What follows belongs to an exercise in optimizing a design on an open flow for small area, a short achievable clock period and few clock cycles per item; a production flow would make more cautious choices. The RTL was checked by simulation tests, not by an equivalence proof against the original design. Power figures rest on the tool's default switching activity, not on a simulated workload.

==> flow/design.v <==
`timescale 1ns/1ps
`default_nettype none
module bridgeTop (
  input  wire         pclk,
  input  wire         preset_n,
  input  wire         awvalid,
  output logic        awready,
  input  wire  [31:0] awaddr,
  input  wire  [7:0]  awid,
  input  wire  [7:0]  awlen,
  input  wire  [1:0]  awburst,
  input  wire  [2:0]  awprot,
  input  wire         wvalid,
  output logic        wready,
  input  wire  [31:0] wdata,
  input  wire  [3:0]  wstrb,
  input  wire         arvalid,
  output logic        arready,
  input  wire  [31:0] araddr,
  input  wire  [7:0]  arid,
  input  wire  [7:0]  arlen,
  input  wire  [1:0]  arburst,
  input  wire  [2:0]  arprot,
  output logic        rvalid,
  input  wire         rready,
  output logic [31:0] rdata,
  output logic [1:0]  rresp,
  output logic [7:0]  rid,
  output logic        rlast,
  output logic        bvalid,
  input  wire         bready,
  output logic [1:0]  bresp,
  output logic [7:0]  bid,
  output logic [31:0] paddr,
  output logic [31:0] pwdata,
  output logic [3:0]  pstrb,
  output logic [2:0]  pprot,
  output logic        pwrite,
  output logic        penable,
  output logic [3:0]  psel,
  input  wire  [3:0]  pready,
  input  wire  [3:0]  pslverr,
  input  wire  [127:0] prdata
);
  logic        act;
  logic        turn;       
  logic        oom;        
  logic        incr;
  logic [7:0]  cnt;        
  logic        wHave;      
  logic [14:0] addr;
  logic        wr;         
  logic        rAcc;       
  logic        wFree;      
  logic        wFreeN;
  logic        last;
  logic        takeW;
  logic        takeR;
  logic        sel;        
  logic        serr;
  logic [31:0] sdata;
  logic        done;
  logic        go;
  logic        wTake;
  logic        actN;
  logic        turnN;
  logic        wHaveN;
  logic        rvalidN;
  logic        bvalidN;
  logic        awOom;
  logic        arOom;
  assign last  = (cnt == 8'd0);
  assign awOom = (awaddr[31:14] != 18'd0);
  assign arOom = (araddr[31:14] != 18'd0);
  assign takeW = awready && awvalid;
  assign takeR = arready && arvalid;
  assign wTake = wready && wvalid;
  always_comb begin
    sel   = 1'b0;
    serr  = 1'b0;
    sdata = 32'd0;
    for (int s = 0; s < 4; s++) begin
      sel   = sel   | (psel[s] & pready[s]);
      serr  = serr  | (psel[s] & pslverr[s]);
      sdata = sdata | ({32{psel[s]}} & prdata[32*s +: 32]);
    end
  end
  assign done = act && penable && (oom || sel);
  assign go   = act && !penable &&
                (wr ? (wHave && (!last || !bvalid || bready))
                    : (!rvalid || rready));
  assign wFree = !wHave && !rvalid && (act ? (wr && !penable) : turn);
  assign rdata = pwdata;
  assign paddr = {17'd0, addr};
  always_comb begin
    actN    = (act && !(done && last)) || takeW || takeR;
    turnN   = act ? turn : !turn;
    wHaveN  = wTake || (wHave && !(done && wr));
    rvalidN = (done && !wr) || (rvalid && !rready);
    bvalidN = (done && wr && last) || (bvalid && !bready);
    wFreeN  = !wHaveN && !rvalidN &&
              (actN ? ((act ? wr : takeW) && !(penable ? !done : go)) : turnN);
  end
  always_ff @(posedge pclk or negedge preset_n) begin
    if (!preset_n) begin
      act     <= 1'b0;
      turn    <= 1'b0;
      penable <= 1'b0;
      psel    <= 4'd0;
      rAcc    <= 1'b0;
      wHave   <= 1'b0;
      rvalid  <= 1'b0;
      bvalid  <= 1'b0;
      awready <= 1'b0;
      arready <= 1'b0;
      wready  <= 1'b0;
    end else begin
      act     <= actN;
      turn    <= turnN;
      wHave   <= wHaveN;
      rvalid  <= rvalidN;
      bvalid  <= bvalidN;
      awready <= !actN && turnN && !bvalidN;
      arready <= !actN && !turnN && !rvalidN && !wHaveN;
      wready  <= wFreeN;
      if (!act) begin
        psel <= (takeW || takeR) && !(turn ? awOom : arOom)
              ? 4'b0001 << (turn ? awaddr[13:12] : araddr[13:12]) : 4'd0;
      end
      if (go) begin
        penable <= 1'b1;
        rAcc    <= !wr;
      end
      if (done) begin
        penable <= 1'b0;
        rAcc    <= 1'b0;
        if (last) begin
          psel <= 4'd0;
        end
      end
    end
  end
  always_ff @(posedge pclk) begin
    if (!act) begin
      wr     <= turn;
      pwrite <= awready;
      oom    <= turn ? awOom : arOom;
      incr   <= turn ? (awburst == 2'd1) : (arburst == 2'd1);
      cnt    <= turn ? awlen : arlen;
      pprot  <= turn ? awprot : arprot;
      addr   <= {1'b0, turn ? awaddr[13:0] : araddr[13:0]};
    end else if (done) begin
      cnt <= cnt - 8'd1;
      if (incr) begin
        addr[14:2] <= addr[14:2] + 13'd1;
      end
    end
    if (!act && turn && !bvalid) begin
      bid   <= awid;
      bresp <= 2'd0;
    end else if (done && wr) begin
      bresp <= bresp | {oom | serr, oom};
    end
    if (!act && !turn && !rvalid) begin
      rid <= arid;
    end
    if (wFree) begin
      pwdata <= wdata;
      pstrb  <= wstrb;
    end else if (arready) begin
      pstrb  <= 4'd0;
    end
    if (rAcc) begin
      pwdata <= sdata;
      rresp  <= {oom | serr, oom};
      rlast  <= last;
    end
  end
endmodule
`default_nettype wire
export LEC_CHECK = 0
export ABC_AREA = 1
export CAP_MARGIN = 20
export CORE_MARGIN = 2
export CORE_UTILIZATION = 40
export SETUP_SLACK_MARGIN = 2.8
export SLEW_MARGIN = 20
create_clock -name core_clock -period 5.0 [get_ports {pclk}]
standard.sh (not shown) runs the stock make flow with config.mk's settings and CLKGATE_MAP_FILE= SYNTH_SCRIPT=/design/flow/synth_recipe.tcl, a recipe that flattens the netlist after the stock synthesis.
==> flow/flow/run.sh <==
#!/bin/bash
# standard ORFS layout (the standard.sh, standard synthesis unchanged),
# with every port buffered by the smallest buffer instead of a delay buffer,
# and no dummy loads in the clock tree
set -euo pipefail
export CTS_ARGS="-sink_clustering_enable -repair_clock_nets -dont_use_dummy_load"
bash standard.sh "BUFFER_PORTS_ARGS=-buffer_cell sky130_fd_sc_hd__buf_1" finish > standard.log 2>&1
Testbench counts at the start, summed over its fixed seeds: cycles 10,018, beats 2,933.
Change:
ABC_AREA = default   (was 1)
SETUP_SLACK_MARGIN = 3.0   (was 2.8)
Global-route usage is about the same.
Power rose by 9.2%.
Cell area increases by 3.1%.
Flip-flop and latch count does not change.
Core utilization came out higher by 5.9 points.
Setup slack improves by 0.11 ns.
Clock skew came out lower by 0.0033 ns.
Die area decreases by 5.3%.
Change:
PLACE_DENSITY = 0.75   (was default)
SETUP_SLACK_MARGIN = 2.9   (was 3.0)
The changed run finished clean. Power came out lower by 2.3%. Register-to-register slack gets worse by 0.11 ns. Final area is lower by 3.0%. Sequential share of layout area is higher by 1.2 points. Utilization decreases by 1.7 points.
Change:
--- a/flow/flow/run.sh
+++ b/flow/flow/run.sh
@@ -5,3 +5,3 @@
 set -euo pipefail
-export CTS_ARGS="-sink_clustering_enable -repair_clock_nets -dont_use_dummy_load"
+export CTS_ARGS="-sink_clustering_enable -repair_clock_nets -dont_use_dummy_load -buf_list sky130_fd_sc_hd__clkbuf_8"
 bash standard.sh "BUFFER_PORTS_ARGS=-buffer_cell sky130_fd_sc_hd__buf_1" finish > standard.log 2>&1
What happened:
- The changed run finished with timing, DRC and antenna clean
- non-clock buffer count does not change
- final area went down by 1.4%
- routed wire length fell by 0.41%
- final cell count hardly moves
- die area does not change
- worst hold slack improves by 0.010 ns
- total power fell by 5.1%
- register-to-register slack improves by 0.05 ns
- setup slack degrades by 0.033 ns
- count of clock-buffer cells in the layout stays the same
- maximum frequency is lower by 1.6%

[port drivers added, routing unchanged]
How much do the figures lean on ideal ports? The routed layouts below were timed once more, with nothing changed but the port constraints. Step 1 sets driving cells, clkbuf_16 on the clock port and buf_2 on the other inputs (assumed; they add their load-dependent delay and slew). Step 2, shift: input delay + t, output delay - t, t = (earliest + latest rising clock arrival at the registers) / 2. This alone moves slack from input paths to output paths. a / b / c = no drivers / after step 1 / after step 2; a / b = the first two.
run	shift t [ns]	slack for setup (ns)	hold WS [ns]	worst setup path after step 2	cell pins on the clock port's net
the first run	0.377	2.864 / 2.821 / 2.581	0.469 / 0.469 / 0.469	input to register	1
the second run	0.371	2.969 / 2.941 / 2.603	0.481 / 0.481 / 0.481	input to register	1
the third run	0.386	2.928 / 2.887 / 2.558	0.473 / 0.473 / 0.473	input to register	1
the fourth run	0.400	2.896 / 2.857 / 2.560	0.483 / 0.483 / 0.483	input to register	1
After both steps setup and hold are still met in every run listed. For the third run, which loses most, drivers alone change the setup slack by -0.041 ns; drivers and shift together by -0.370 ns.
